Background: an optimization exercise with open tools, aiming at small area, a short achievable clock period and few clock cycles per item. Do not read the settings as production practice. At most, simulation tests tie the RTL to the original design; equivalence was not proved. No functional check of the RTL was part of runs 6 to 8. Power figures rest on the tool's default switching activity, not on a simulated workload.

<file path="flow/design.v">
`timescale 1ns/1ps
`default_nettype none
module mcp_top
(
    input  logic        clk,
    input  logic        rst,
    input  logic        start_req,
    output logic        start_ack,
    input  logic        host_we,
    input  logic [5:0]  host_addr,
    input  logic [15:0] host_wdata,
    output logic [15:0] host_rdata
);
    logic [15:0] mem [64];
    function automatic logic [15:0] csa_s(input logic [15:0] a, input logic [15:0] b,
                                          input logic [15:0] c);
        csa_s = a ^ b ^ c;
    endfunction
    function automatic logic [15:0] csa_c(input logic [15:0] a, input logic [15:0] b,
                                          input logic [15:0] c);
        logic [15:0] m;
        m = (a & b) | (a & c) | (b & c);
        csa_c = {m[14:0], 1'b0};
    endfunction
    logic [15:0] A [4];                     
    logic [15:0] B [4];                     
    logic [15:0] P [8];                     
    logic [15:0] csum [4];                  
    always_comb begin
        for (int i = 0; i < 4; i++) begin
            A[i] = mem[16 + i];
            B[i] = mem[20 + i];
        end
    end
    logic        job;
    logic [15:0] x [2];
    assign job = host_we & ~rst & (host_addr[5:3] == 3'b010);
    always_comb begin
        for (int m = 0; m < 2; m++) begin
            if (host_addr[2]) begin
                x[m] = A[{host_addr[0] ^ m[0], host_addr[1]}];
            end else begin
                x[m] = B[{host_addr[0], host_addr[1] ^ m[0]}];
            end
        end
    end
    logic [7:0] bneg, bone, btwo;
    always_comb begin
        for (int i = 0; i < 8; i++) begin
            logic lo;
            lo      = (i == 0) ? 1'b0 : host_wdata[2*i - 1];
            bneg[i] = host_wdata[2*i + 1];
            bone[i] = host_wdata[2*i] ^ lo;
            btwo[i] = (host_wdata[2*i + 1] & ~host_wdata[2*i] & ~lo)
                    | (~host_wdata[2*i + 1] & host_wdata[2*i] & lo);
        end
    end
    logic [15:0] s1 [2][6];
    logic [15:0] s1_q [2][6];
    logic [2:0]  job_w_q;
    logic        job_q;
    always_comb begin
        for (int m = 0; m < 2; m++) begin
            logic [15:0] row [8];
            for (int i = 0; i < 7; i++) begin
                logic [15:0] mg;
                mg = ({16{bone[i]}} & x[m]) | ({16{btwo[i]}} & {x[m][14:0], 1'b0});
                row[i] = (mg ^ {16{bneg[i]}}) << (2*i);
                if (i > 0) row[i][2*i - 2] = bneg[i - 1];
            end
            begin
                logic [1:0] m7;
                m7 = ({2{bone[7]}} & x[m][1:0]) | ({2{btwo[7]}} & {x[m][0], 1'b0});
                row[7] = '0;
                row[7][14] = m7[0];
                row[7][15] = m7[1] ^ (bneg[7] & m7[0]);
                row[7][12] = bneg[6];
            end
            s1[m][0] = csa_s(row[0], row[1], row[2]);
            s1[m][1] = csa_c(row[0], row[1], row[2]);
            s1[m][2] = csa_s(row[3], row[4], row[5]);
            s1[m][3] = csa_c(row[3], row[4], row[5]);
            s1[m][4] = row[6];
            s1[m][5] = row[7];
        end
    end
    always_ff @(posedge clk) begin
        job_q   <= job;
        job_w_q <= host_addr[2:0];
        for (int m = 0; m < 2; m++) begin
            for (int i = 0; i < 6; i++) s1_q[m][i] <= s1[m][i];
        end
    end
    logic [15:0] prod [2];
    always_comb begin
        for (int m = 0; m < 2; m++) begin
            logic [15:0] t0, t1, t2, t3, u0, u1, v0, v1;
            t0 = csa_s(s1_q[m][0], s1_q[m][1], s1_q[m][2]);
            t1 = csa_c(s1_q[m][0], s1_q[m][1], s1_q[m][2]);
            t2 = csa_s(s1_q[m][3], s1_q[m][4], s1_q[m][5]);
            t3 = csa_c(s1_q[m][3], s1_q[m][4], s1_q[m][5]);
            u0 = csa_s(t0, t1, t2);
            u1 = csa_c(t0, t1, t2);
            v0 = csa_s(u0, u1, t3);
            v1 = csa_c(u0, u1, t3);
            prod[m] = v0 + v1;
        end
    end
    always_ff @(posedge clk) begin
        for (int r = 0; r < 2; r++) begin
            for (int k = 0; k < 2; k++) begin
                for (int c = 0; c < 2; c++) begin
                    if (job_q && (job_w_q[2] ? (job_w_q[1] == k[0] && job_w_q[0] == c[0])
                                             : (job_w_q[1] == r[0] && job_w_q[0] == k[0]))) begin
                        P[4*r + 2*k + c] <= prod[r ^ c];
                    end
                end
            end
        end
    end
    always_comb begin
        for (int r = 0; r < 2; r++) begin
            for (int c = 0; c < 2; c++) begin
                csum[2*r + c] = P[4*r + c] + P[4*r + 2 + c];
            end
        end
    end
    always_ff @(posedge clk) begin
        if (rst) begin
            start_ack <= 1'b0;
        end else begin
            start_ack <= start_req;
        end
    end
    logic [7:0]  lsel, hsel;
    logic [15:0] rval [64];
    logic [15:0] grp [8];
    logic [15:0] rdata;
    always_comb begin
        for (int i = 0; i < 8; i++) begin
            lsel[i] = host_addr[2:0] == 3'(i);
            hsel[i] = host_addr[5:3] == 3'(i);
        end
        for (int i = 0; i < 64; i++) rval[i] = mem[i];
        for (int i = 0; i < 4; i++) begin
            if (start_ack) rval[24 + i] = csum[i];
        end
        rdata = '0;
        for (int g = 0; g < 8; g++) begin
            grp[g] = '0;
            for (int l = 0; l < 8; l++) grp[g] = grp[g] | (rval[8*g + l] & {16{lsel[l]}});
            rdata = rdata | (grp[g] & {16{hsel[g]}});
        end
    end
    always_ff @(posedge clk) begin
        for (int i = 0; i < 64; i++) begin
            if (i >= 24 && i < 28 && start_ack) begin
                mem[i] <= csum[i - 24];
            end else if (host_we && !rst && lsel[i % 8] && hsel[i / 8]) begin
                mem[i] <= host_wdata;
            end
        end
        host_rdata <= rdata;
    end
endmodule
`default_nettype wire
</file>
<file path="flow/run.sh">
#!/bin/bash
# synth_recipe.tcl (not shown) runs the flow's synth.tcl, then flattens the netlist and writes it again
# the make line also repeats each setting of config.mk as NAME=value (left out here)
make -C /OpenROAD-flow-scripts/flow DESIGN_CONFIG=/design/flow/config.mk WORK_HOME=/design/flow/orfs CLKGATE_MAP_FILE= SYNTH_SCRIPT=/design/flow/synth_recipe.tcl finish
</file>
<file path="flow/config.mk">
export PLATFORM = sky130hd
export DESIGN_NAME = mcp_top
export DESIGN_NICKNAME = mcp_top
export VERILOG_FILES = /design/flow/design.v
export SDC_FILE = /design/flow/constraint.sdc
export NUM_CORES = 4
export LEC_CHECK = 0
export ABC_AREA = 1
export CAP_MARGIN = 20
export CORE_MARGIN = 2
export CORE_UTILIZATION = 40
export CTS_BUF_LIST = sky130_fd_sc_hd__clkbuf_8
export PLACE_DENSITY = 0.6
export SETUP_SLACK_MARGIN = 5.0
export SLEW_MARGIN = 20
export TNS_END_PERCENT = 50
</file>
<file path="flow/constraint.sdc">
create_clock -name core_clock -period 8.0 [get_ports {clk}]
set_input_delay 1.6000 -clock core_clock [delete_from_list [all_inputs] [get_ports {clk}]]
set_output_delay 1.6000 -clock core_clock [all_outputs]
set_load 0.01 [all_outputs]
</file>
==> notes.md, run 1 <==
status=timing/DRC/antenna clean; Clk pwr share=24.3%; WL final=192 mm; first-pass GRT wire length=270 mm; clock buffers created by TritonCTS=200; Skew-Pair Late Insertion Delay=0.95 ns; Fmax=297 MHz; RSZ-0062 raised after global routing=yes; CTS root buffer=clkbuf_8; CTS tree=yes; switching power=0.00797 W; kind of critical path=reg -> reg; max-slew violations=0; most frequent cells in the layout=nand2_1, edfxtp_1, inv_1; Layout area overhead=22.8%; CP Data Required Time=8.58 ns; routed vias=41,856; setup TNS=0 ns; grt ovf=0; Final ANT Viol Nets=0; vias in the first global route=39,331; Critical Path Sink Type=flip-flop; Synth Instances=4,930; Seq cells post-synth=1,284; Initial Util=40.3%; Most Used Layer, Global Route=met2; Final Hold Vio Count=0; reg2reg path depth=12; crit path max fanout=4; nets@finish=5,529; leading cell type in the layout, fill and taps excluded=nand2_1; maximum clock insertion buffer count=3; hold path start=s1_q[6][0]; met2 usage=39.2%; worst r2r dst=P[1][15]; clk_skew=0.0566 ns; GR Layer Usage met3=5.39%; crit-path cells=fa_1 > inv_1 > fa_1 > fa_1 > inv_2 > ha_4 > inv_4 > nor3_4 > nand2_1 > o211ai_1 > a31oi_1 > xor2_1; gr usage total=25.3%; DIE WIDTH=381 um; hold slack=0.490 ns; clk slew on worst S/H paths=0.07 ns; Yosys cell types=52; DR iter-0 viols=5,631; slack of the worst reg-to-reg path=4.63 ns; combinational share of power=37.9%; Rel. slew slack=27.7%; sequential power share=37.8%; Final min period=3.37 ns; max_cap viols=0; crit-path most repeated cell=fa_1; Buffers on Ports=42; initial antenna violation count=12; die height=381 um; final setup vio count=0; Hold Crit Depth=0; worst IR drop on VDD=0.999 mV; core area=141,000 um^2; worst hold path type=reg -> reg; Lkg Pwr=25.8 nW; register area share after synthesis=65.4%; largest net degree at the start of global routing=102; slowest cell on the critical path=fa_1; GR Util met1=35.2%; placed wire-length estimate=111 mm; Worst EP arrival=3.95 ns; Core Rows=138; Int Power=0.0147 W; Worst path max stage delay=0.53 ns; num ports=43; Avg Inst Size Synth=11.6 um^2; die area=145,000 um^2; hold endpoint=P[4][0]; yosys warns=14; mapped cell area=57,000 um^2; Power Density=325 nW/um^2; share of cells above drive strength 1=19.4%; startpoint types=flip-flop; CTS HTree Levels=4; clock sink count=1,284; placer congestion estimate=0.883; reg2reg start=s1_q[6][11]; DRC viols=0; drt pass-1 iters=6; final period utilization=42.1%; Wirelength per Cell=26.1 um; Via density=5.69; Hold-fix buffers, CTS=0; actual slew at the worst max-slew pin=1.08 ns; Sw Ratio=35.1%
==> critical path, delay by kind of cell (launching register included) <==
kind,cells,cell delay [ns]
adder cells (fa/ha/maj),4,1.83
flip-flops,1,0.34
XOR/XNOR,1,0.22
AND/OR/NAND/NOR,2,0.29
AO/OA/AOI/OAI,2,0.19
buffers and inverters,3,0.16
==> metal layers <==
metal,up-vias,share of wire [%]
li1,18311,-
met1,20577,40
met2,2512,46
met3,444,11
met4,12,3.6
met5,-,0.036
==> power by group through the flow <==
| stage | clock [W] | combinational (W) | sequential, W |
|---|---|---|---|
| global route | 0.00586 | 0.00916 | 0.00860 |
| global placement | 0 | 0.00537 | 0.00872 |
| detailed placement | 0 | 0.00545 | 0.00872 |
| CTS | 0.00558 | 0.00655 | 0.00858 |
| finish | 0.00552 | 0.00861 | 0.00858 |
| floorplan | 0 | 0.00335 | 0.00867 |
==> synth_stat cells, drive strengths merged <==
master / instances / area share, %
nor2: 221 / 1.5
fa: 80 / 2.8
o21ai: 159 / 1.4
a41oi: 3 / 0.059
a211oi: 4 / 0.053
nand4: 148 / 1.6
a22o: 33 / 0.51
a32o: 5 / 0.088
o311a: 1 / 0.018
inv: 303 / 2.0
nand3: 206 / 1.8
edfxtp: 1152 / 61
nor3: 21 / 0.18
a21o: 5 / 0.066
o2111ai: 30 / 0.46
xor2: 141 / 2.2
o41ai: 1 / 0.015
nor3b: 2 / 0.026
a221oi: 47 / 0.72
a31oi: 10 / 0.11
buf: 112 / 0.94
and2: 6 / 0.066
o221ai: 4 / 0.061
o22ai: 138 / 1.5
nand2: 1377 / 9.1
clkinv: 4 / 0.026
o21bai: 6 / 0.079
dfxtp: 132 / 4.6
nor4: 1 / 0.011
o31ai: 9 / 0.12
clkbuf: 98 / 0.65
xnor2: 31 / 0.48
a22oi: 23 / 0.30
ha: 126 / 2.8
o21a: 5 / 0.066
a21oi: 204 / 1.8
and3: 1 / 0.011
nand3b: 24 / 0.32
or2: 16 / 0.18
a31o: 2 / 0.031
o211ai: 33 / 0.43
o311ai: 6 / 0.092
==> state kept, by name, indices dropped and copies added, names as in the netlist <==
name and count:
job_w_q 3, start_ack 1, mem 1024, host_rdata 16, P 128, s1_q 111
job_q 1
==> worst max-delay path by stage <==
stage	from	end	slack, ns	depth (start not counted)
floorplan	host_addr[0]	s1_q[2][10]	4.54	12
global placement	host_addr[0]	host_rdata[8]	2.03	12
detailed placement	host_addr[0]	host_rdata[3]	2.13	12
CTS	s1_q[0][11]	P[2][14]	4.68	12
global route	s1_q[0][7]	P[2][14]	4.51	12
finish	s1_q[6][11]	P[1][15]	4.63	12
==> logic make-up after synthesis <==
kind of cell | count (synthesis) | share of synthesized area, %
buf+inv | 517 | 3.61
simple gates | 2023 | 14.8
flops | 1284 | 65.4
compound gates | 728 | 7.99
xor+xnor | 172 | 2.64
fa+ha+maj | 206 | 5.58
==> through the flow <==
stage          util [%]  setup WS [ns]  cells  power (W)  instance area (um^2)
5_1_grt            49.5           4.51   7351     0.0236                 69900
3_5_place_dp       42.6           2.13   6720     0.0142                 60300
4_1_cts            47.7           4.68   7250     0.0207                 67500
2_1_floorplan         -           4.54   4930     0.0120                 58000
3_3_place_gp       42.6           2.03   6719     0.0141                 60300
6_report           49.5           4.63   7353     0.0227                 69900
==> timing repair <==
action / CTS / global route
endpoints found under the hold margin: 0 / 0
gates cloned: 16 / 16
resized for setup: 270 / 357
pin swaps: 89 / 107
setup endpoints to repair: 1217 / 740
setup buffers: 150 / 83
==> layout make-up <==
cell class                      instances  area (um^2)
Timing Repair Buffer                  359         4460
Clock inverter                        148          982
Sequential cell                      1284        37300
Timing Repair inverter                  4         30.0
Tap cell                             1890         2360
Fill cell                           12140        71500
Inverter                              307         1280
Antenna cell                            4         10.0
Multi-Input combinational cell       3141        20500
Clock buffer                          216         2970
Testbench counts, summed over its fixed seeds: cycles 832, runs 64.
==> run 2: changes to the inputs <==
--- a/flow/config.mk
+++ b/flow/config.mk
@@ -11,6 +11,6 @@
 export CORE_UTILIZATION = 40
 export CTS_BUF_LIST = sky130_fd_sc_hd__clkbuf_8
 export PLACE_DENSITY = 0.6
-export SETUP_SLACK_MARGIN = 5.0
+export SETUP_SLACK_MARGIN = 4.95
 export SLEW_MARGIN = 20
-export TNS_END_PERCENT = 50
+export TNS_END_PERCENT = 30
==> run 2 against run 1 <==
Effect of this change: still clean on timing, DRC and antenna; setup slack got worse by 0.012 ns; die area did not move; register-to-register slack is essentially flat; clock power decreased by 2%; flip-flop and latch count did not move; routed wire length decreased by 1.9%; synthesized area unchanged; sequential share of layout area increased by 1.3 points; utilization shrank 1.2 points; non-clock buffer count shrank 68; sequential power barely moved; critical endpoint is now P[4][15]; largest cell class unchanged.
==> notes.md, run 2 <==
total power after layout=0.0230 W; sequential power share=37.3%; startpoint types=flip-flop; die area=145,000 um^2; CTS tree=yes; top-area cell type share of the netlist area=60.7%; die height=381 um; Hold-fix buffers, CTS=0; Placed Cells=6,716; max_cap viols=0; slowest cell on the critical path=fa_1; Main synth FF type=edfxtp_1; cell with the most instances after synthesis=nand2_1; placer congestion estimate=0.864; Critical Path Sink Type=flip-flop; register area share after synthesis=65.4%; combinational share of power=39.3%; yosys warns=14; nets@finish=5,467; ys async rst share=0%; Layout area overhead=19.9%; Avg Inst Size Synth=11.6 um^2; worst IR drop on VDD=0.872 mV; Rel. slew slack=21.7%; Synth Instances=4,930; Final Hold Vio Count=0; routed vias=41,204; WL final=188 mm; RSZ-0062 raised after global routing=yes; final setup vio count=0; leading cell type in the layout, fill and taps excluded=nand2_1; Sw Ratio=35.8%; CTS HTree Levels=4; drt pass-1 iters=6; Skew-Pair Late Insertion Delay=0.97 ns; final core utilization=48.3%; final non-filler cell total=7,282; kind of critical path=reg -> reg; Final min period=3.38 ns; CTS root buffer=clkbuf_8; Core Rows=138; Int Power=0.0148 W; largest net degree at the start of global routing=75; Seq cells post-synth=1,284; most frequent cells in the layout=nand2_1, edfxtp_1, inv_1; clock buffers created by TritonCTS=200; CP Data Required Time=8.70 ns; clock sink count=1,284; crit-path cells=fa_1 > inv_2 > fa_1 > fa_1 > inv_1 > ha_4 > clkinvlp_4 > o21bai_1 > inv_1 > o211ai_1 > a31oi_1 > xor2_2 > buf_6; top cells by area, synth=edfxtp_1, nand2_1, dfxtp_1; worst hold path type=reg -> reg; placed wire-length estimate=111 mm; clk slew on worst S/H paths=0.07 ns; area leader, netlist=edfxtp_1; DRC viols=0; switching power=0.00824 W; Via density=5.66; crit-path most repeated cell=fa_1; DR iter-0 viols=5,235; max-slew violations=0; registers with the most flip-flops=mem: 1024 flops, P: 128 flops, s1_q: 111 flops; Largest register FFs=1,024; mapped cell area=57,000 um^2; Clk pwr share=23.4%; final worst slack=4.62 ns; Power Density=337 nW/um^2; DP Worst Slack=1.76 ns; most frequent cells after synthesis=nand2_1, edfxtp_1, inv_1; status=timing/DRC/antenna clean; vias in the first global route=39,210; Buffers on Ports=42; setup TNS=0 ns; register with the most flip-flops=mem; initial antenna violation count=5; grt ovf=0; final period utilization=42.3%; crit path max fanout=4; share of cells above drive strength 1=16.3%; number of synthesized flops with an enable pin=1,152; maximum clock insertion buffer count=3; Lkg Pwr=25.1 nW; gr usage total=25.0%; num ports=43; Worst path max stage delay=0.56 ns; actual slew at the worst max-slew pin=1.17 ns; DIE WIDTH=381 um; core area=141,000 um^2; Yosys cell types=52; Worst EP arrival=4.08 ns; clk_skew=0.0577 ns; first-pass GRT wire length=267 mm; Fmax=296 MHz; Final ANT Viol Nets=0; Initial Util=40.3%; Wirelength per Cell=25.9 um
==> run 2: cell counts after synthesis <==
Identical to the previous run, type by type.
==> run 2: repair_timing <==
action,in CTS,in global routing
pin swaps,69,70
setup endpoints to repair,1213,941
gates cloned,20,11
gates resized for setup,219,202
hold endpoints to repair,0,0
setup buffers,138,38
==> run 2: per-layer routing <==
metal  global-route usage (%)  vias to the layer above  part of all wire [%]
met1                     34.5                    20360                    41
met3                     5.05                      393                   9.8
li1                         -                    18202                     -
met4                     8.36                        4                   3.3
met2                     39.4                     2245                    46
met5                        0                        -                 0.013
==> run 2: path summary, 6_finish.rpt <==
path	startpoint	to	slack [ns]	depth (start not counted)
setup / recovery	s1_q[6][11]	P[4][15]	4.62	13
hold / removal	s1_q[0][0]	P[7][0]	0.54	0
setup reg to reg	s1_q[6][11]	P[4][15]	4.62	13
hold reg to reg	s1_q[0][0]	P[7][0]	0.54	0
==> run 2: per-stage QoR <==
step / cell area, um^2 / hold WS [ns]
after floorplan: 57900 / 0.438
after global placement: 60200 / 0.512
after detailed placement: 60300 / 0.524
after CTS: 66800 / 0.524
after global routing: 68300 / 0.541
final: 68300 / 0.538
==> run 2: cell families after synthesis <==
kind of cell / count (synthesis) / synth area share [%]
buffers and inverters: 517 / 3.61
adders and majority gates: 206 / 5.58
AOI/OAI and AO/OA: 728 / 7.99
DFF: 1284 / 65.4
xor gates and xnor gates: 172 / 2.64
and+or+nand+nor: 2023 / 14.8
==> run 2: final cells by class <==
type	count	area, um^2
multi-input combinational	3142	19900
clock inverter	135	800
sequential	1284	37300
timing repair inverter	9	83.8
fill	12409	73100
timing repair buffer	291	3550
antenna	3	7.51
clock buffer	221	3040
inverter	307	1300
tap	1890	2360
==> run 2: power groups by stage <==
stage / clock network (W) / logic [W] / registers, W
after floorplan: 0 / 0.00334 / 0.00867
after global placement: 0 / 0.00557 / 0.00871
after detailed placement: 0 / 0.00562 / 0.00871
after CTS: 0.00545 / 0.00657 / 0.00857
after global routing: 0.00572 / 0.00961 / 0.00860
final: 0.00539 / 0.00904 / 0.00858
==> run 2: worst max-delay path: cells and delay by family (launching register included) <==
family	cells	cell delay [ns]
fa+ha+maj	4	1.60
buf+inv	5	0.56
compound gates	3	0.48
flops	1	0.33
xor+xnor	1	0.17
==> run 3: changes to the inputs <==
--- a/flow/config.mk
+++ b/flow/config.mk
@@ -11,6 +11,6 @@
 export CORE_UTILIZATION = 40
 export CTS_BUF_LIST = sky130_fd_sc_hd__clkbuf_8
 export PLACE_DENSITY = 0.6
-export SETUP_SLACK_MARGIN = 4.95
+export SETUP_SLACK_MARGIN = 4.8
 export SLEW_MARGIN = 20
 export TNS_END_PERCENT = 30
==> run 3 against run 2 <==
Effect of this change: still clean; via count decreased by 1.6%; sequential power hardly changed; die area is the same; critical path depth shrank 8; clock-buffer cell count is 10 higher; final area shrank 2.4%; sequential share of layout area up 1.4 points; combinational power is 9.4% lower; routed wire length down 3.5%; utilization decreased by 1.2 points; total power decreased by 3.6%; synthesized area did not move; critical path type is now in -> reg; largest cell class unchanged.
==> notes.md, run 3 <==
leading cell type in the layout, fill and taps excluded=nand2_1; Buffers on Ports=42; Final min period=3.50 ns; kind of critical path=in -> reg; startpoint types=input pin; core area=141,000 um^2; Initial Util=40.3%; initial antenna violation count=14; clock sink count=1,284; Wirelength per Cell=25.2 um; CTS tree=yes; clk slew on worst S/H paths=0.07 ns; combinational share of power=36.9%; Final ANT Viol Nets=0; first-pass GRT wire length=262 mm; worst IR drop on VDD=0.634 mV; CTS HTree Levels=4; cell with the most instances after synthesis=nand2_1; RSZ-0062 raised after global routing=yes; DR iter-0 viols=5,254; DRC viols=0; Main synth FF type=edfxtp_1; Yosys cell types=52; Via density=5.62; area leader, netlist=edfxtp_1; most frequent cells after synthesis=nand2_1, edfxtp_1, inv_1; Rel. slew slack=17.1%; register with the most flip-flops=mem; die area=145,000 um^2; top-area cell type share of the netlist area=60.7%; Final Hold Vio Count=0; DIE WIDTH=381 um; gr usage total=24.5%; Seq cells post-synth=1,284; die height=381 um; final setup vio count=0; final period utilization=43.7%; drt pass-1 iters=6; setup TNS=0 ns; most frequent cells in the layout=nand2_1, edfxtp_1, inv_1; Core Rows=138; Lkg Pwr=24.6 nW; worst hold path type=reg -> reg; clock buffers created by TritonCTS=202; Critical Path Sink Type=flip-flop; nets@finish=5,388; yosys warns=14; Power Density=333 nW/um^2; CTS root buffer=clkbuf_8; clk_skew=0.0558 ns; switching power=0.00778 W; placer congestion estimate=0.890; hold slack=0.529 ns; largest net degree at the start of global routing=74; maximum clock insertion buffer count=3; top cells by area, synth=edfxtp_1, nand2_1, dfxtp_1; grt ovf=0; sequential power share=38.8%; crit path max fanout=16; Avg Inst Size Synth=11.6 um^2; actual slew at the worst max-slew pin=1.24 ns; mapped cell area=57,000 um^2; max_cap viols=0; vias in the first global route=38,438; Largest register FFs=1,024; WL final=182 mm; CP Data Required Time=8.54 ns; placed wire-length estimate=114 mm; ys async rst share=0%; fillers=12,564; Clk pwr share=24.3%; number of synthesized flops with an enable pin=1,152; Placed Cells=6,731; Int Power=0.0144 W; registers with the most flip-flops=mem: 1024 flops, P: 128 flops, s1_q: 111 flops; Sw Ratio=35.1%; total power after layout=0.0222 W; share of cells above drive strength 1=14.3%; status=timing/DRC/antenna clean; routed vias=40,552; Skew-Pair Late Insertion Delay=0.95 ns; max-slew violations=0; num ports=43; Fmax=286 MHz; register area share after synthesis=65.4%; Layout area overhead=16.9%; final non-filler cell total=7,218; Synth Instances=4,930; Worst EP arrival=4.03 ns
-- run 3: cell types whose count changed in the layout (fill, tap and decap cells not counted), sizes merged --
cell           before   now
clkinv             60    57
clkbuf            226   231
inv               366   373
bufinv              6     3
bufbuf              5     1
dlymetal6s2s        2     1
buf               264   204
diode               3     6
clkinvlp           19    17
nor2              226   221
clkdlybuf4s15       0     1
clkdlybuf4s50       3     6
dlygate4sd2        12    15
nand2            1385  1377
-- run 3: cell type report --
| type | count | area [um^2] | share of cell area, % |
|---|---|---|---|
| diodes | 6 | 15.0 | 0.0225 |
| well taps | 1890 | 2360 | 3.55 |
| multi-input cells | 3129 | 19200 | 28.8 |
| repair buffers | 228 | 2600 | 3.90 |
| repair inverters | 4 | 30.0 | 0.0451 |
| clock buffers | 231 | 3180 | 4.77 |
| inverters | 307 | 1260 | 1.89 |
| flip-flops and latches | 1284 | 37300 | 55.9 |
| clock inverters | 139 | 719 | 1.08 |
-- run 3: logic make-up after synthesis --
logic type,Yosys count,share of synthesized area (%)
buffers and inverters,517,3.61
AND/OR/NAND/NOR,2023,14.8
flip-flops,1284,65.4
adder cells (fa/ha/maj),206,5.58
AO/OA/AOI/OAI,728,7.99
XOR/XNOR,172,2.64
-- run 3: final timing paths --
path	cells past startpoint	to	startpoint	slack [ns]
worst max-delay path	5	mem[7][5]	host_we	4.50
worst min-delay path	0	P[0][0]	s1_q[0][0]	0.53
worst max register to register	10	P[1][15]	s1_q[9][14]	4.66
worst min register to register	0	P[0][0]	s1_q[0][0]	0.53
-- run 3: power by group through the flow --
| stage | logic, W | clock network, W | registers [W] |
|---|---|---|---|
| after floorplan | 0.00334 | 0 | 0.00867 |
| after global placement | 0.00544 | 0 | 0.00874 |
| after detailed placement | 0.00556 | 0 | 0.00873 |
| after CTS | 0.00593 | 0.00545 | 0.00860 |
| after global routing | 0.00882 | 0.00573 | 0.00862 |
| final | 0.00819 | 0.00539 | 0.00860 |
-- run 3: critical path: stages --
cell and delay, ns:
clkdlybuf4s50_1 0.45, inv_1 0.06, nor2_4 0.62, nand2_2 0.60
nor2_4 0.66
-- run 3: stage by stage --
step	area (um^2)	util, %	worst slack (ns)
2_1_floorplan	57900	-	4.54
3_3_place_gp	60300	42.6	1.92
3_5_place_dp	60300	42.6	1.86
4_1_cts	65600	46.4	4.49
5_1_grt	66600	47.1	4.49
6_report	66600	47.1	4.50
-- run 3: layer usage --
| layer | wire (um) | vias to the layer above | global-route usage [%] |
|---|---|---|---|
| met5 | 75 | - | 0 |
| met3 | 17700 | 302 | 4.89 |
| met2 | 83700 | 2163 | 38.5 |
| met1 | 74900 | 20060 | 34.2 |
| li1 | - | 18017 | - |
| met4 | 5460 | 10 | 8.02 |
-- run 3: what timing repair did --
item                                     CTS  global route
pin swaps                                 39            60
hold endpoints to repair                   0             0
setup buffers                             68            38
endpoints found under the setup margin  1205           982
resized for setup                        148           109
hold buffers                               0             0
gates cloned                               5             0
==> run 4: changes to the inputs <==
--- a/flow/config.mk
+++ b/flow/config.mk
@@ -11,6 +11,6 @@
 export CORE_UTILIZATION = 40
 export CTS_BUF_LIST = sky130_fd_sc_hd__clkbuf_8
 export PLACE_DENSITY = 0.6
-export SETUP_SLACK_MARGIN = 4.8
+export SETUP_SLACK_MARGIN = 4.85
 export SLEW_MARGIN = 20
 export TNS_END_PERCENT = 30
==> run 4 against run 3 <==
Effect of this change: still clean on timing, DRC and antenna; final area increased by 0.79%; fmax increased by 4.4%; total power increased by 1.3%; clock power increased by 1%; die area unchanged; worst hold slack got worse by 0.040 ns; sequential share of layout area decreased by 0.47 points; synthesized cell count unchanged; critical path type is now reg -> out; critical endpoint is now host_rdata[2].
==> notes.md, run 4 <==
registers with the most flip-flops=mem: 1024 flops, P: 128 flops, s1_q: 111 flops; Post-Synth Adder-Cell Area=5.58%; Avg Inst Size Synth=11.6 um^2; yosys warns=14; worst hold path type=reg -> reg; reg2reg start=s1_q[6][11]; status=timing/DRC/antenna clean; clk_skew=0.0480 ns; leading cell type in the layout, fill and taps excluded=nand2_1; register area share after synthesis=65.4%; CP Data Required Time=6.40 ns; clock buffers created by TritonCTS=200; worst IR drop on VDD=0.806 mV; reg2reg path depth=13; hold endpoint=P[0][0]; Post-Place Cell Area=60,200 um^2; Seq cells post-synth=1,284; largest delay contributor family on the critical path=flip-flops; placer congestion estimate=0.895; vias in the first global route=38,381; Buffers on Ports=42; Via density=5.62; largest net degree at the start of global routing=99; startpoint types=flip-flop; post-synthesis compound-gate area fraction=7.99%; Synth Instances=4,930; DIE WIDTH=381 um; worst r2r dst=P[4][15]; clock sink count=1,284; slack of the worst reg-to-reg path=4.67 ns; crit-path cells=dlygate4sd2_1; kind of critical path=reg -> out; Largest register FFs=1,024; slowest cell on the critical path=dfxtp_1; top-area cell type share of the netlist area=60.7%; Synth Area in XOR/XNOR=2.64%; Hold-fix buffers, CTS=0; DP Worst Slack=2.11 ns; mux contribution to synthesized area=0%; routed vias=40,647; CTS HTree Levels=4; actual slew at the worst max-slew pin=1.09 ns; Final Hold Vio Count=0; nets@finish=5,399; most frequent cells after synthesis=nand2_1, edfxtp_1, inv_1; Critical Path Sink Type=output pin; number of synthesized flops with an enable pin=1,152; drt pass-1 iters=6; Skew-Pair Late Insertion Delay=0.94 ns; first-pass GRT wire length=262 mm; Power Density=334 nW/um^2; initial antenna violation count=7; Yosys cell types=52; DR iter-0 viols=4,986; DRC viols=0; Main synth FF type=edfxtp_1; max-slew violations=0; Final ANT Viol Nets=0; Hold Crit Depth=0; final core utilization=47.5%; num ports=43; post-route design area=67,100 um^2; core area=141,000 um^2; top cells by area, synth=edfxtp_1, nand2_1, dfxtp_1; die area=145,000 um^2; Initial Util=40.3%; Worst EP arrival=1.75 ns; final worst slack=4.65 ns; max_cap viols=0; WP buf/inv=1; Wirelength per Cell=25.1 um; ys async rst share=0%; Layout area overhead=17.9%; register with the most flip-flops=mem; CTS tree=yes; final setup vio count=0; largest family of logic cells by synthesized area=simple AND/OR/NAND/NOR gates; Lkg Pwr=24.7 nW; Core Rows=138; hold path start=s1_q[0][0]; mapped cell area=57,000 um^2; setup TNS=0 ns; clk slew on worst S/H paths=0.07 ns; die height=381 um; final period utilization=41.9%; placed wire-length estimate=109 mm; RSZ-0062 raised after global routing=yes; Rel. slew slack=26.4%; maximum clock insertion buffer count=3; share of cells above drive strength 1=15.0%; WL final=181 mm; Worst path max stage delay=0.45 ns; Fmax=299 MHz; gr usage total=24.5%; grt ovf=0; total power after layout=0.0225 W; Simple-Gate Fraction of Synth Area=14.8%; CTS root buffer=clkbuf_8; area leader, netlist=edfxtp_1; Final min period=3.35 ns; most frequent cells in the layout=nand2_1, edfxtp_1, inv_1; cell with the most instances after synthesis=nand2_1; crit path max fanout=2
[run 4: changes by cell type in the layout (fill, tap and decap cells not counted), moves of 7 or more]
| cell | change |
|---|---|
| a21oi_1 | -7 |
| a21oi_2 | +9 |
| buf_4 | -10 |
| buf_6 | +9 |
| clkbuf_8 | -13 |
| clkinv_1 | +17 |
| clkinv_2 | +10 |
| inv_1 | -14 |
| inv_2 | -7 |
| o21ai_2 | +10 |
[run 4: through the flow]
stage | std cells | hold slack (ns)
after CTS | 7177 | 0.499
after detailed placement | 6717 | 0.491
after floorplan | 4930 | 0.438
after global routing | 7228 | 0.508
after global placement | 6715 | 0.467
final | 7231 | 0.488
[run 4: area by class of cell]
| cell class | instances | area, um^2 |
|---|---|---|
| well taps | 1890 | 2360 |
| fillers | 12414 | 74300 |
| multi-input cells | 3133 | 19500 |
| clock inverters | 153 | 910 |
| repair buffers | 237 | 2860 |
| inverters | 307 | 1250 |
| clock buffers | 218 | 3000 |
| flip-flops and latches | 1284 | 37200 |
| diodes | 5 | 12.5 |
| repair inverters | 4 | 30.0 |
[run 4: per-layer routing]
layer / global-route usage, % / vias up / part of all wire (%)
met1: 34.0 / 20003 / 41
met5: 0 / - / 0.026
li1: - / 18064 / -
met4: 8.54 / 6 / 3.3
met2: 38.3 / 2188 / 46
met3: 4.84 / 386 / 10
[run 4: worst max-delay path by stage]
stage	from	end	slack, ns	depth (start not counted)
finish	host_rdata[2]	host_rdata[2]	4.65	1
global route	s1_q[6][11]	P[4][15]	4.54	13
CTS	s1_q[9][12]	P[1][14]	4.52	11
detailed placement	host_addr[0]	s1_q[2][10]	2.11	11
global placement	host_addr[0]	host_rdata[4]	2.14	12
floorplan	host_addr[0]	s1_q[2][10]	4.54	12
[run 4: kinds of logic after synthesis]
family | after synthesis
compound gates | 728
xor+xnor | 172
fa+ha+maj | 206
buf+inv | 517
flops | 1284
simple gates | 2023
[run 4: timing repair]
| item | 4_1_cts | 5_1_grt |
|---|---|---|
| gates cloned | 12 | 1 |
| setup endpoints to repair | 1209 | 984 |
| pin swaps | 44 | 70 |
| setup buffers | 77 | 48 |
| resized for setup | 183 | 129 |
[run 4: report_power, final]
part,switching (W),total (W),internal [W]
Sequential,0.000134,0.00857,0.00844
Combinational,0.00511,0.00843,0.00332
Clock,0.00266,0.00545,0.00278
[run 4: worst reg2reg max path: cells and delay by family, from the launching register on]
kind                       cells  cell delay [ns]
DFF                            1             0.33
AOI/OAI and AO/OA              2             0.18
buffers and inverters          4             0.32
and+or+nand+nor                2             0.19
xor gates and xnor gates       1             0.17
adders and majority gates      4             1.92
==> run 5: changes to the inputs <==
--- a/flow/config.mk
+++ b/flow/config.mk
@@ -13,4 +13,4 @@
 export PLACE_DENSITY = 0.6
 export SETUP_SLACK_MARGIN = 4.85
 export SLEW_MARGIN = 20
-export TNS_END_PERCENT = 30
+export TNS_END_PERCENT = 15
==> run 5 against run 4 <==
Effect of this change: critical path depth increased by 10; die area unchanged; non-clock buffer count decreased by 13; clock power decreased by 0.9%; clock-buffer cell count decreased by 2; largest cell class unchanged.
==> notes.md, run 5 <==
final period utilization=43.9%; largest family of logic cells by synthesized area=simple AND/OR/NAND/NOR gates; CTS tree=yes; post-synthesis compound-gate area fraction=7.99%; status=timing/DRC/antenna clean; grt ovf=0; yosys warns=14; vias in the first global route=38,183; Initial Util=40.3%; final core utilization=47.0%; mapped cell area=57,000 um^2; clock sink count=1,284; ys async rst share=0%; Final min period=3.51 ns; top-area cell type share of the netlist area=60.7%; most frequent cells in the layout=nand2_1, edfxtp_1, inv_1; Largest register FFs=1,024; Avg Inst Size Synth=11.6 um^2; Post-Synth Adder-Cell Area=5.58%; registers with the most flip-flops=mem: 1024 flops, P: 128 flops, s1_q: 111 flops; worst IR drop on VDD=0.751 mV; crit path max fanout=52; Hold-fix buffers, CTS=0; CTS HTree Levels=4; nets@finish=5,385; num ports=43; largest delay contributor family on the critical path=buffers and inverters; Worst EP arrival=4.32 ns; Yosys cell types=52; number of synthesized flops with an enable pin=1,152; die area=145,000 um^2; fillers=12,647; gr usage total=24.3%; Seq cells post-synth=1,284; actual slew at the worst max-slew pin=1.10 ns; crit-path cells=buf_2 > buf_12 > nor2_4 > buf_4 > buf_12 > nand2_1 > nand4_1 > o21ai_0 > nand4_1 > a211oi_2 > nand2_1; Synth Area in XOR/XNOR=2.64%; Lkg Pwr=24.5 nW; register area share after synthesis=65.4%; Core Rows=138; die height=381 um; leading cell type in the layout, fill and taps excluded=nand2_1; WP buf/inv=4; CTS root buffer=clkbuf_8; Final Hold Vio Count=0; Wirelength per Cell=24.9 um; most frequent cells after synthesis=nand2_1, edfxtp_1, inv_1; kind of critical path=in -> reg; Rel. slew slack=26.3%; clk_skew=0.0791 ns; top cells by area, synth=edfxtp_1, nand2_1, dfxtp_1; Synth Instances=4,930; first-pass GRT wire length=260 mm; startpoint types=input pin; final setup vio count=0; slowest cell on the critical path=o21ai_0; Via density=5.61; WL final=180 mm; setup TNS=0 ns; DR iter-0 viols=5,111; placed wire-length estimate=111 mm; max_cap viols=0; worst hold path type=reg -> reg; Worst path max stage delay=0.40 ns; Power Density=339 nW/um^2; placer congestion estimate=0.876; Buffers on Ports=42; maximum clock insertion buffer count=3; max-slew violations=0; Skew-Pair Late Insertion Delay=0.96 ns; drt pass-1 iters=6; Main synth FF type=edfxtp_1; initial antenna violation count=18; Fmax=285 MHz; DIE WIDTH=381 um; clk slew on worst S/H paths=0.06 ns; area leader, netlist=edfxtp_1; CP Data Required Time=8.80 ns; cell with the most instances after synthesis=nand2_1; routed vias=40,475; Critical Path Sink Type=flip-flop; DRC viols=0; share of cells above drive strength 1=14.3%; largest net degree at the start of global routing=114; register with the most flip-flops=mem; Layout area overhead=16.6%; core area=141,000 um^2; clock buffers created by TritonCTS=202; Final ANT Viol Nets=0; RSZ-0062 raised after global routing=yes; mux contribution to synthesized area=0%; Simple-Gate Fraction of Synth Area=14.8%
-- run 5: cell counts after synthesis --
No cell type changed its count.
-- run 5: path summary, 6_finish.rpt --
kind / to / start / cells past startpoint / slack, ns
setup / recovery: host_rdata[10] / host_addr[2] / 11 / 4.49
hold / removal: P[5][0] / s1_q[0][0] / 0 / 0.51
setup reg to reg: P[0][15] / s1_q[1][11] / 13 / 4.53
hold reg to reg: P[5][0] / s1_q[0][0] / 0 / 0.51
-- run 5: what timing repair did --
action,4_1_cts,5_1_grt
buffers inserted,71,33
pin swaps,30,51
endpoints found under the setup margin,1209,845
cloned,6,0
resized for setup,157,116
-- run 5: report_power, final --
| group | switching (W) | internal, W |
|---|---|---|
| Sequential | 0.000141 | 0.00844 |
| Combinational | 0.00523 | 0.00331 |
| Clock | 0.00272 | 0.00269 |
| Total | 0.00808 | 0.0144 |
-- run 5: per-stage QoR --
step / cell area (um^2) / cells / worst slack [ns] / hold WS [ns] / power, W
floorplan: 57900 / 4930 / 4.54 / 0.438 / 0.0120
global placement: 60300 / 6728 / 2.30 / 0.482 / 0.0143
detailed placement: 60300 / 6729 / 2.24 / 0.493 / 0.0144
CTS: 65500 / 7182 / 4.49 / 0.507 / 0.0203
global route: 66400 / 7217 / 4.40 / 0.531 / 0.0234
finish: 66400 / 7219 / 4.49 / 0.511 / 0.0225
-- run 5: layout make-up --
class | count | area [um^2] | share of cell area [%]
antenna | 4 | 10.0 | 0.0151
multi-input combinational | 3130 | 19300 | 29.0
sequential | 1284 | 37300 | 56.1
clock inverter | 160 | 912 | 1.37
tap | 1890 | 2360 | 3.56
inverter | 307 | 1240 | 1.87
timing repair inverter | 4 | 30.0 | 0.0452
clock buffer | 216 | 2970 | 4.48
timing repair buffer | 224 | 2340 | 3.53
-- run 5: logic make-up after synthesis --
| logic type | after synthesis |
|---|---|
| flops | 1284 |
| fa+ha+maj | 206 |
| xor+xnor | 172 |
| buf+inv | 517 |
| simple gates | 2023 |
| compound gates | 728 |
-- run 5: metal layers --
layer | vias up | GRT usage, % | wire (um)
met3 | 358 | 4.64 | 17800
met1 | 19963 | 34.8 | 75100
met5 | - | 0 | 57
met2 | 2137 | 37.2 | 80900
met4 | 10 | 7.55 | 5840
li1 | 18007 | - | -
==> run 6: changes to the inputs <==
--- a/flow/design.v
+++ b/flow/design.v
@@ -1,5 +1,33 @@
 `timescale 1ns/1ps
 `default_nettype none
+module mcp_dec
+(
+    input  logic [5:0]  addr,
+    input  logic        we,
+    output logic [63:0] rsel,
+    output logic [63:0] wen
+);
+    logic [7:0] lsel, hsel, hwe;
+    always_comb begin
+        for (int i = 0; i < 8; i++) begin
+            lsel[i] = addr[2:0] == 3'(i);
+            hsel[i] = addr[5:3] == 3'(i);
+            hwe[i]  = hsel[i] & we;
+        end
+        for (int i = 0; i < 64; i++) begin
+            rsel[i] = lsel[i % 8] & hsel[i / 8];
+            wen[i]  = lsel[i % 8] & hwe[i / 8];
+        end
+    end
+endmodule
+module mcp_add16
+(
+    input  logic [15:0] a,
+    input  logic [15:0] b,
+    output logic [15:0] y
+);
+    assign y = a + b;
+endmodule
 module mcp_top
 (
     input  logic        clk,
@@ -92,18 +120,21 @@
         end
     end
     logic [15:0] prod [2];
+    logic [15:0] v0 [2];
+    logic [15:0] v1 [2];
+    mcp_add16 u_add0 (.a(v0[0]), .b(v1[0]), .y(prod[0]));
+    mcp_add16 u_add1 (.a(v0[1]), .b(v1[1]), .y(prod[1]));
     always_comb begin
         for (int m = 0; m < 2; m++) begin
-            logic [15:0] t0, t1, t2, t3, u0, u1, v0, v1;
+            logic [15:0] t0, t1, t2, t3, u0, u1;
             t0 = csa_s(s1_q[m][0], s1_q[m][1], s1_q[m][2]);
             t1 = csa_c(s1_q[m][0], s1_q[m][1], s1_q[m][2]);
             t2 = csa_s(s1_q[m][3], s1_q[m][4], s1_q[m][5]);
             t3 = csa_c(s1_q[m][3], s1_q[m][4], s1_q[m][5]);
             u0 = csa_s(t0, t1, t2);
             u1 = csa_c(t0, t1, t2);
-            v0 = csa_s(u0, u1, t3);
-            v1 = csa_c(u0, u1, t3);
-            prod[m] = v0 + v1;
+            v0[m] = csa_s(u0, u1, t3);
+            v1[m] = csa_c(u0, u1, t3);
         end
     end
     always_ff @(posedge clk) begin
@@ -125,38 +156,40 @@
             end
         end
     end
+    logic commit;
     always_ff @(posedge clk) begin
         if (rst) begin
             start_ack <= 1'b0;
+            commit    <= 1'b0;
         end else begin
             start_ack <= start_req;
+            commit    <= start_req & ~start_ack;
         end
     end
-    logic [7:0]  lsel, hsel;
-    logic [15:0] rval [64];
-    logic [15:0] grp [8];
-    logic [15:0] rdata;
+    logic [63:0]   rsel, wen;
+    logic [1023:0] rval;
+    logic [15:0]   rdata;
+    mcp_dec u_dec (
+        .addr (host_addr),
+        .we   (host_we & ~rst),
+        .rsel (rsel),
+        .wen  (wen)
+    );
     always_comb begin
-        for (int i = 0; i < 8; i++) begin
-            lsel[i] = host_addr[2:0] == 3'(i);
-            hsel[i] = host_addr[5:3] == 3'(i);
+        for (int i = 0; i < 64; i++) rval[16*i +: 16] = mem[i];
+        for (int i = 0; i < 4; i++) begin
+            if (commit) rval[16*(24 + i) +: 16] = csum[i];
         end
-        for (int i = 0; i < 64; i++) rval[i] = mem[i];
-        for (int i = 0; i < 4; i++) begin
-            if (start_ack) rval[24 + i] = csum[i];
-        end
+    end
+    always_comb begin
         rdata = '0;
-        for (int g = 0; g < 8; g++) begin
-            grp[g] = '0;
-            for (int l = 0; l < 8; l++) grp[g] = grp[g] | (rval[8*g + l] & {16{lsel[l]}});
-            rdata = rdata | (grp[g] & {16{hsel[g]}});
-        end
+        for (int i = 0; i < 64; i++) rdata = rdata | (rval[16*i +: 16] & {16{rsel[i]}});
     end
     always_ff @(posedge clk) begin
         for (int i = 0; i < 64; i++) begin
-            if (i >= 24 && i < 28 && start_ack) begin
+            if (i >= 24 && i < 28 && commit) begin
                 mem[i] <= csum[i - 24];
-            end else if (host_we && !rst && lsel[i % 8] && hsel[i / 8]) begin
+            end else if (wen[i]) begin
                 mem[i] <= host_wdata;
             end
         end
--- a/flow/config.mk
+++ b/flow/config.mk
@@ -8,9 +8,11 @@
 export ABC_AREA = 1
 export CAP_MARGIN = 20
 export CORE_MARGIN = 2
-export CORE_UTILIZATION = 40
+export CORE_UTILIZATION = 50
 export CTS_BUF_LIST = sky130_fd_sc_hd__clkbuf_8
-export PLACE_DENSITY = 0.6
-export SETUP_SLACK_MARGIN = 4.85
+export PLACE_DENSITY = 0.65
+export SETUP_SLACK_MARGIN = 4.7
 export SLEW_MARGIN = 20
-export TNS_END_PERCENT = 15
+export SYNTH_HIERARCHICAL = 1
+export SYNTH_MINIMUM_KEEP_SIZE = 0
+export TNS_END_PERCENT = 5
==> run 6 against run 5 <==
Effect of this change: worst hold slack got worse by 0.12 ns; sequential power down 2%; synthesized cell count increased by 13%; clock skew grew 0.0051 ns; non-clock buffer count increased by 19; clock power grew 2%; combinational power down 24%; critical path type unchanged.
==> notes.md, run 6 <==
status=timing/DRC/antenna clean; CTS root buffer=clkbuf_8; yosys warns=33; setup TNS=0 ns; Power Density=305 nW/um^2; largest net degree at the start of global routing=66; final setup vio count=0; clk slew on worst S/H paths=0.06 ns; num ports=43; top-area cell type share of the netlist area=58.1%; CP Data Required Time=8.62 ns; Synth Instances=5,582; Layout area overhead=13.1%; startpoint types=input pin; Final min period=3.84 ns; Core Rows=126; CTS HTree Levels=4; vias in the first global route=43,044; placed wire-length estimate=157 mm; RSZ-0062 raised after global routing=yes; DIE WIDTH=349 um; Lkg Pwr=26.5 nW; kind of critical path=in -> reg; Buffers on Ports=42; leading cell type in the layout, fill and taps excluded=nand2_1; number of synthesized flops with an enable pin=1,152; ys async rst share=0%; Yosys cell types=64; final core utilization=57.0%; clock sink count=1,285; clock buffers created by TritonCTS=208; Initial Util=50.4%; clk_skew=0.0842 ns; Critical Path Sink Type=flip-flop; Worst EP arrival=4.46 ns; Main synth FF type=edfxtp_1; Fmax=260 MHz; multi-input logic area=20,400 um^2; Hold-fix buffers, CTS=0; DRC viols=0; core area=118,000 um^2; actual slew at the worst max-slew pin=1.18 ns; Rel. slew slack=21.1%; DR iter-0 viols=7,845; Avg Inst Size Synth=10.7 um^2; top cells by area, synth=edfxtp_1, nand2_1, dfxtp_1; register area=37,300 um^2; nets@finish=6,071; Via density=6.09; WL final=232 mm; drt pass-1 iters=6; worst IR drop on VDD=0.463 mV; placer congestion estimate=1.04; register area share after synthesis=62.6%; Seq cells post-synth=1,285; Skew-Pair Late Insertion Delay=0.99 ns; register with the most flip-flops=mem; first-pass GRT wire length=321 mm; registers with the most flip-flops=mem: 1024 flops, P: 128 flops, s1_q: 111 flops; routed vias=45,955; cell with the most instances after synthesis=nand2_1; Final ANT Viol Nets=0; die height=349 um; crit path max fanout=10; CTS tree=yes; worst hold path type=reg -> reg; max-slew violations=0; mapped cell area=59,500 um^2; most frequent cells after synthesis=nand2_1, edfxtp_1, inv_1; Wirelength per Cell=30.8 um; share of cells above drive strength 1=12.7%; initial antenna violation count=11; Final Hold Vio Count=0; most frequent cells in the layout=nand2_1, edfxtp_1, inv_1; grt ovf=0; gr usage total=37.9%; final period utilization=48.0%; maximum clock insertion buffer count=3; max_cap viols=0; Largest register FFs=1,024; fillers=9,974; die area=122,000 um^2; area leader, netlist=edfxtp_1
## run 6: critical path, cell delays in order
cell,delay [ns]
clkdlybuf4s50_1,0.45
inv_1,0.04
nor2_1,0.10
buf_4,0.29
nand4_2,0.58
nor2_2,1.00
buf_4,0.36
## run 6: final timing paths
| path | endpoint | slack [ns] | start | depth (start not counted) |
|---|---|---|---|---|
| worst max-delay path | mem[13][8] | 4.16 | host_we | 7 |
| worst min-delay path | commit | 0.39 | start_ack | 1 |
| worst max register to register | P[2][15] | 4.43 | s1_q[3][14] | 12 |
| worst min register to register | commit | 0.39 | start_ack | 1 |
## run 6: cell families after synthesis
group                      share of synthesized area (%)
adders and majority gates                           5.58
buffers and inverters                               4.49
DFF                                                 62.6
xor gates and xnor gates                            2.03
AOI/OAI and AO/OA                                   5.29
other                                            0.00630
and+or+nand+nor                                     20.0
## run 6: what timing repair did
action	in CTS	in global routing
gates cloned	3	0
pin swaps	17	5
gates resized for setup	156	13
endpoints found under the setup margin	759	532
setup buffers	31	9
## run 6: routing by layer
| layer | global-route usage, % | wire (um) | up-vias |
|---|---|---|---|
| met3 | 12.5 | 33700 | 852 |
| met5 | 0 | 59 | - |
| li1 | - | - | 19621 |
| met4 | 26.3 | 19500 | 10 |
| met1 | 48.5 | 81600 | 21840 |
| met2 | 54.6 | 97300 | 3632 |
## run 6: modules after synthesis, one instance, submodules excluded
module     flops+latches  cells  cell area [um^2]
mcp_add16              0    176               931
mcp_dec                0    181               823
mcp_top             1285   5049             56800
## run 6: power breakdown
| group | leakage [nW] | switching, W | internal (W) |
|---|---|---|---|
| combinational | 12.7 | 0.00470 | 0.00183 |
| sequential | 11.5 | 0.000127 | 0.00830 |
| clock | 2.30 | 0.00275 | 0.00278 |
| total | 26.5 | 0.00758 | 0.0129 |
## run 6: final cells by class
cell class              instances  share of cell area, %
flip-flops and latches       1285                   55.4
diodes                          2                0.00744
repair buffers                243                   2.99
clock inverters               157                   1.32
clock buffers                 226                   4.62
well taps                    1536                   2.86
inverters                     421                   2.45
multi-input cells            3670                   30.4
## run 6: stage by stage
step                      std cells  setup WS (ns)  hold WS (ns)  instance area [um^2]  power, W
after CTS                      7529           4.28         0.410                 67100    0.0206
after global placement         7110           1.37         0.400                 62200    0.0150
after floorplan                5593           4.28         0.462                 59500    0.0124
final                          7540           4.16         0.393                 67300    0.0205
after detailed placement       7112           2.10         0.402                 62300    0.0151
after global routing           7540           4.22         0.433                 67300    0.0215
==> run 7: changes to the inputs <==
--- a/flow/config.mk
+++ b/flow/config.mk
@@ -9,7 +9,9 @@
 export CAP_MARGIN = 20
 export CORE_MARGIN = 2
 export CORE_UTILIZATION = 50
-export CTS_BUF_LIST = sky130_fd_sc_hd__clkbuf_8
+export CTS_BUF_LIST = sky130_fd_sc_hd__clkbuf_16
+export CTS_CLUSTER_DIAMETER = 80
+export CTS_CLUSTER_SIZE = 20
 export PLACE_DENSITY = 0.65
 export SETUP_SLACK_MARGIN = 4.7
 export SLEW_MARGIN = 20
==> run 7 against run 6 <==
Effect of this change: total power down 5.9%; largest cell class unchanged; largest power group unchanged; global-route usage about the same; via count decreased by 0.72%; highest routed layer unchanged; still clean on timing, DRC and antenna; non-clock buffer count grew 55.
==> notes.md, run 7 <==
status=timing/DRC/antenna clean; share of cells above drive strength 1=11.5%; vias in the first global route=42,305; Initial Util=50.4%; DR iter-0 viols=7,913; die height=349 um; WL final=232 mm; top cells by area, synth=edfxtp_1, nand2_1, dfxtp_1; first-pass GRT wire length=321 mm; Final min period=3.93 ns; Worst EP arrival=4.34 ns; reg2reg start=s1_q[3][14]; kind of critical path=in -> reg; yosys warns=33; switching power=0.00717 W; max-slew violations=0; most frequent cells after synthesis=nand2_1, edfxtp_1, inv_1; Lkg Pwr=25.8 nW; maximum clock insertion buffer count=3; hold endpoint=commit; largest net degree at the start of global routing=66; Final Hold Vio Count=0; DRC viols=0; Post-Place Cell Area=62,300 um^2; num ports=43; placed wire-length estimate=157 mm; Int Power=0.0121 W; Via density=6.21; combinational share of power=34.0%; clock sink count=1,285; CTS root buffer=clkbuf_16; RSZ-0062 raised after global routing=yes; DIE WIDTH=349 um; most frequent cells in the layout=nand2_1, edfxtp_1, inv_1; register with the most flip-flops=mem; registers with the most flip-flops=mem: 1024 flops, P: 128 flops, s1_q: 111 flops; Buffers on Ports=42; top-area cell type share of the netlist area=58.1%; CP Data Required Time=8.41 ns; leading cell type in the layout, fill and taps excluded=nand2_1; post-route design area=66,600 um^2; max_cap viols=0; Critical Path Sink Type=flip-flop; Final ANT Viol Nets=0; Rel. slew slack=14.8%; Clk pwr share=22.3%; fillers=9,931; nets@finish=5,998; ys async rst share=0%; Fmax=254 MHz; Seq cells post-synth=1,285; routed vias=45,622; clk_skew=0.0539 ns; Core Rows=126; number of synthesized flops with an enable pin=1,152; grt ovf=0; CTS tree=yes; register area share after synthesis=62.6%; area leader, netlist=edfxtp_1; mapped cell area=59,500 um^2; Hold Crit Depth=1; Main synth FF type=edfxtp_1; cell with the most instances after synthesis=nand2_1; die area=122,000 um^2; clock buffers created by TritonCTS=78; Skew-Pair Late Insertion Delay=0.73 ns; CTS HTree Levels=3; Power Density=289 nW/um^2; drt pass-1 iters=6; clk slew on worst S/H paths=0.08 ns; worst IR drop on VDD=0.461 mV; startpoint types=input pin; Hold-fix buffers, CTS=0; final period utilization=49.2%; Synth Instances=5,582; Wirelength per Cell=31.6 um; hold path start=start_ack; initial antenna violation count=14; Layout area overhead=11.9%; Largest register FFs=1,024; crit path max fanout=10; Sw Ratio=37.2%; Yosys cell types=64; worst hold path type=reg -> reg; reg2reg path depth=12; core area=118,000 um^2; setup TNS=0 ns; placer congestion estimate=1.04; gr usage total=37.9%; final setup vio count=0; slack of the worst reg-to-reg path=4.41 ns; Avg Inst Size Synth=10.7 um^2; actual slew at the worst max-slew pin=1.27 ns; worst r2r dst=P[0][15]; sequential power share=43.7%
run 7: routing by layer:
metal	vias up	track usage (%)	wire length [um]
li1	19372	-	-
met1	21753	48.7	81100
met2	3648	54.9	97400
met3	841	12.0	33700
met4	8	26.0	20100
met5	-	0	61
run 7: metrics by stage:
stage	total power, W	hold WS, ns	setup WS, ns	cells	util (%)
CTS	0.0194	0.415	4.07	7331	56.3
finish	0.0193	0.412	4.07	7344	56.4
detailed placement	0.0151	0.402	2.10	7112	52.7
floorplan	0.0124	0.462	4.28	5593	-
global route	0.0202	0.444	4.16	7340	56.4
global placement	0.0150	0.400	1.37	7110	52.7
run 7: how the worst max path moves through the flow:
stage	to	from
finish	mem[13][13]	host_we
global route	mem[13][13]	host_we
CTS	mem[58][14]	host_we
detailed placement	host_rdata[10]	host_addr[1]
global placement	host_rdata[0]	host_addr[0]
floorplan	mem[30][0]	host_we
run 7: modules after synthesis, one instance, submodules excluded:
module,cells,flops+latches
mcp_add16,176,0
mcp_dec,181,0
mcp_top,5049,1285
run 7: power by group through the flow:
stage	logic, W	clock network, W	registers (W)
2_1_floorplan	0.00389	0	0.00852
3_3_place_gp	0.00639	0	0.00856
3_5_place_dp	0.00653	0	0.00857
4_1_cts	0.00664	0.00430	0.00842
5_1_grt	0.00722	0.00452	0.00844
6_report	0.00655	0.00430	0.00841
run 7: kinds of logic after synthesis:
logic type,Yosys count,share of synthesized area (%)
compound gates,473,5.29
xor+xnor,138,2.03
simple gates,2828,20.0
fa+ha+maj,216,5.58
other cells,1,0.00630
buf+inv,641,4.49
flops,1285,62.6
run 7: cell type report:
class | instances | area [um^2] | area share, %
Sequential cell | 1285 | 37300 | 56.0
Multi-Input combinational cell | 3672 | 20600 | 30.9
Timing Repair Buffer | 298 | 2680 | 4.02
Clock buffer | 80 | 2000 | 3.01
Tap cell | 1536 | 1920 | 2.89
Inverter | 421 | 1680 | 2.52
Clock inverter | 48 | 433 | 0.650
Antenna cell | 4 | 10.0 | 0.0150
run 7: critical path, stage by stage:
cell	delay, ns
clkdlybuf4s50_1	0.45
inv_1	0.04
nor2_1	0.10
buf_4	0.29
nand4_2	0.56
nor2_2	0.88
buf_4	0.36
run 7: repair_timing:
item                                     CTS  global route
pin swaps                                 42             2
endpoints found under the setup margin  1070           747
resized for setup                        249             3
cloned                                     6             0
buffers inserted                          85             9
==> run 8: changes to the inputs <==
--- a/flow/design.v
+++ b/flow/design.v
@@ -27,6 +27,38 @@
     output logic [15:0] y
 );
     assign y = a + b;
+endmodule
+module mcp_xsel
+(
+    input  logic [2:0]   wa,                
+    input  logic [127:0] ab,                
+    output logic [15:0]  x0,
+    output logic [15:0]  x1
+);
+    logic [7:0]  d;
+    logic [15:0] A [4];
+    logic [15:0] B [4];
+    always_comb begin
+        for (int i = 0; i < 4; i++) begin
+            A[i] = ab[16*i +: 16];
+            B[i] = ab[64 + 16*i +: 16];
+        end
+        for (int k = 0; k < 8; k++) d[k] = wa == 3'(k);
+        x0 = '0;
+        x1 = '0;
+        for (int k = 0; k < 8; k++) begin
+            logic [15:0] c0, c1;
+            if (k < 4) begin
+                c0 = B[2*(k % 2) + (k / 2) % 2];
+                c1 = B[2*(k % 2) + 1 - (k / 2) % 2];
+            end else begin
+                c0 = A[2*(k % 2) + (k / 2) % 2];
+                c1 = A[2*(1 - k % 2) + (k / 2) % 2];
+            end
+            x0 = x0 | (c0 & {16{d[k]}});
+            x1 = x1 | (c1 & {16{d[k]}});
+        end
+    end
 endmodule
 module mcp_top
 (
@@ -63,15 +95,19 @@
     logic        job;
     logic [15:0] x [2];
     assign job = host_we & ~rst & (host_addr[5:3] == 3'b010);
-    always_comb begin
-        for (int m = 0; m < 2; m++) begin
-            if (host_addr[2]) begin
-                x[m] = A[{host_addr[0] ^ m[0], host_addr[1]}];
-            end else begin
-                x[m] = B[{host_addr[0], host_addr[1] ^ m[0]}];
-            end
-        end
-    end
+    logic [127:0] ab;
+    always_comb begin
+        for (int i = 0; i < 4; i++) begin
+            ab[16*i +: 16]      = A[i];
+            ab[64 + 16*i +: 16] = B[i];
+        end
+    end
+    mcp_xsel u_xsel (
+        .wa (host_addr[2:0]),
+        .ab (ab),
+        .x0 (x[0]),
+        .x1 (x[1])
+    );
     logic [7:0] bneg, bone, btwo;
     always_comb begin
         for (int i = 0; i < 8; i++) begin
--- a/flow/config.mk
+++ b/flow/config.mk
@@ -9,9 +9,7 @@
 export CAP_MARGIN = 20
 export CORE_MARGIN = 2
 export CORE_UTILIZATION = 50
-export CTS_BUF_LIST = sky130_fd_sc_hd__clkbuf_16
-export CTS_CLUSTER_DIAMETER = 80
-export CTS_CLUSTER_SIZE = 20
+export CTS_BUF_LIST = sky130_fd_sc_hd__clkbuf_8
 export PLACE_DENSITY = 0.65
 export SETUP_SLACK_MARGIN = 4.7
 export SLEW_MARGIN = 20
==> run 8 against run 7 <==
Effect of this change: synthesized cell count shrank 3.9%; critical path type unchanged; largest power group unchanged; worst hold slack gained 0.020 ns; synthesized area shrank 0.29%.
==> notes.md, run 8 <==
clk_skew=0.0502 ns; nets@finish=5,794; final worst slack=4.21 ns; Main synth FF type=edfxtp_1; top cells by area, synth=edfxtp_1, nand2_1, dfxtp_1; Hold-fix buffers, CTS=0; die height=348 um; most frequent cells after synthesis=nand2_1, edfxtp_1, nor2_1; Fmax=264 MHz; Via density=6.26; core area=118,000 um^2; met2 usage=52.5%; grt ovf=0; slack of the worst reg-to-reg path=4.42 ns; status=timing/DRC/antenna clean; startpoint types=input pin; registers with the most flip-flops=mem: 1024 flops, P: 128 flops, s1_q: 111 flops; DIE WIDTH=348 um; CTS root buffer=clkbuf_8; num ports=43; die area=121,000 um^2; initial antenna violation count=14; register area share after synthesis=62.8%; actual slew at the worst max-slew pin=1.20 ns; GR Util met1=49.0%; leading cell type in the layout, fill and taps excluded=nand2_1; mapped cell area=59,300 um^2; Skew-Pair Late Insertion Delay=0.98 ns; max_cap viols=0; final period utilization=47.4%; WL final=226 mm; DR iter-0 viols=7,560; Initial Util=50.3%; max-slew violations=0; clk slew on worst S/H paths=0.06 ns; first-pass GRT wire length=312 mm; yosys warns=35; Yosys cell types=56; placer congestion estimate=1.08; largest net degree at the start of global routing=84; Power Density=320 nW/um^2; GR Layer Usage met3=13.5%; clock sink count=1,285; kind of critical path=in -> reg; CTS tree=yes; most frequent cells in the layout=nand2_1, edfxtp_1, nand4_1; Synth Instances=5,364; Worst EP arrival=4.63 ns; Buffers on Ports=42; area leader, netlist=edfxtp_1; top-area cell type share of the netlist area=58.3%; share of cells above drive strength 1=12.5%; CTS HTree Levels=4; Final min period=3.79 ns; DRC viols=0; number of synthesized flops with an enable pin=1,152; Core Rows=126; Final Hold Vio Count=0; Layout area overhead=12.6%; Largest register FFs=1,024; crit path max fanout=15; Most Used Layer, Global Route=met2; Critical Path Sink Type=flip-flop; clock buffers created by TritonCTS=203; final setup vio count=0; routed vias=45,504; worst IR drop on VDD=0.763 mV; setup TNS=0 ns; Lkg Pwr=25.8 nW; Final ANT Viol Nets=0; DP Worst Slack=2.25 ns; gr usage total=36.8%; cell with the most instances after synthesis=nand2_1; CP Data Required Time=8.84 ns; placed wire-length estimate=149 mm; drt pass-1 iters=6; Seq cells post-synth=1,285; Rel. slew slack=19.9%; RSZ-0062 raised after global routing=yes; Wirelength per Cell=31.1 um; ys async rst share=0%; vias in the first global route=41,631; register with the most flip-flops=mem; worst hold path type=reg -> reg; maximum clock insertion buffer count=3; Avg Inst Size Synth=11.1 um^2
run 8: cell type report:
class,instances,area (um^2)
inverter,279,1130
timing repair buffer,249,2390
multi-input combinational,3534,20300
clock buffer,216,2970
fill,9978,51100
tap,1536,1920
antenna,8,20.0
sequential,1285,37300
clock inverter,158,840
run 8: what timing repair did:
| item | in CTS | in global routing |
|---|---|---|
| buffers inserted | 24 | 8 |
| hold endpoints to repair | 0 | 0 |
| gates cloned | 4 | 0 |
| setup endpoints to repair | 894 | 1094 |
| resized for setup | 103 | 49 |
| pin swaps | 16 | 10 |
run 8: path summary, 6_finish.rpt:
path / to / startpoint / depth (start not counted)
worst max-delay path: host_rdata[6] / host_addr[5] / 13
worst min-delay path: commit / start_ack / 1
worst max register to register: P[0][14] / s1_q[0][13] / 10
worst min register to register: commit / start_ack / 1
run 8: power breakdown:
part	leakage, nW	switching, W	internal (W)
Combinational	12.1	0.00540	0.00206
Clock	2.21	0.00273	0.00264
Sequential	11.5	0.000141	0.00842
Total	25.8	0.00826	0.0131
run 8: modules after synthesis (local to each module, per instance):
module	times used	flip-flops and latches
mcp_add16	2	0
mcp_dec	1	0
mcp_top	1	1285
mcp_xsel	1	0
run 8: per-stage QoR:
step	cells	power (W)	instance area [um^2]	util [%]	hold slack, ns
after global routing	7259	0.0224	66800	56.6	0.455
after global placement	6840	0.0156	61600	52.3	0.411
after CTS	7249	0.0211	66400	56.3	0.441
after floorplan	5375	0.0130	59400	-	0.455
final	7265	0.0214	66800	56.6	0.432
after detailed placement	6847	0.0158	61800	52.4	0.428
run 8: logic make-up after synthesis:
| logic type | share of synthesized area [%] |
|---|---|
| fa+ha+maj | 5.59 |
| buf+inv | 4.37 |
| other cells | 0.00632 |
| flops | 62.8 |
| compound gates | 4.88 |
| simple gates | 19.5 |
| xor+xnor | 2.88 |
run 8: routing by layer:
metal	share of wire [%]	vias up	routed length [um]
met5	0.14	-	322
met4	6.1	16	13800
met3	15	686	35000
met2	42	3538	94700
met1	36	22025	82000
li1	-	19239	-
run 8: worst max-delay path: stages:
cell and delay, ns:
clkdlybuf4s15_2 0.39, inv_4 0.13, nand3_2 0.33, nor2_1 0.10, buf_4 0.26, nand2_1 0.16
nand2_1 0.06, a221oi_1 0.43, nand3_1 0.43, nor2_1 0.19, nand3_1 0.24, nor2_1 0.19
nand3b_1 0.08

## what the ideal ports hide
Ports are ideal in the flow. The routed layouts listed here were re-timed in OpenROAD. Step 1, drivers: a clkbuf_16 drives clk and a buf_2 each remaining input, both assumed. Step 2 adds t to the input delays and takes it off the output delays; t is the mean of the earliest and latest rising clock arrival at the registers after step 1. Input paths then give back, and output paths get back, about the clock's delay inside the block. Three values: ideal, step 1, step 2; two values: the first two.
run	t, ns	slack for setup (ns)	clock arrival spread, ns	worst slew at a driven data input, ns
run 1	0.996	4.628 / 4.628 / 3.817	0.068 / 0.069	0.17
run 2	1.016	4.616 / 4.616 / 3.822	0.066 / 0.067	0.18
run 3	0.996	4.503 / 4.514 / 3.518	0.060 / 0.061	0.13
run 4	0.990	4.652 / 4.575 / 3.619	0.054 / 0.054	0.21
run 5	1.007	4.487 / 4.465 / 3.488	0.083 / 0.083	0.16
run 6	1.024	4.157 / 4.205 / 3.181	0.090 / 0.089	0.11
run 7	0.787	4.067 / 4.121 / 3.334	0.056 / 0.056	0.13
run 8	1.014	4.212 / 3.959 / 2.946	0.074 / 0.073	0.38
After both steps every run listed still meets setup and hold. The setup slack of run 8, which loses most, moves by -0.253 ns with the drivers and by -1.266 ns with both steps.
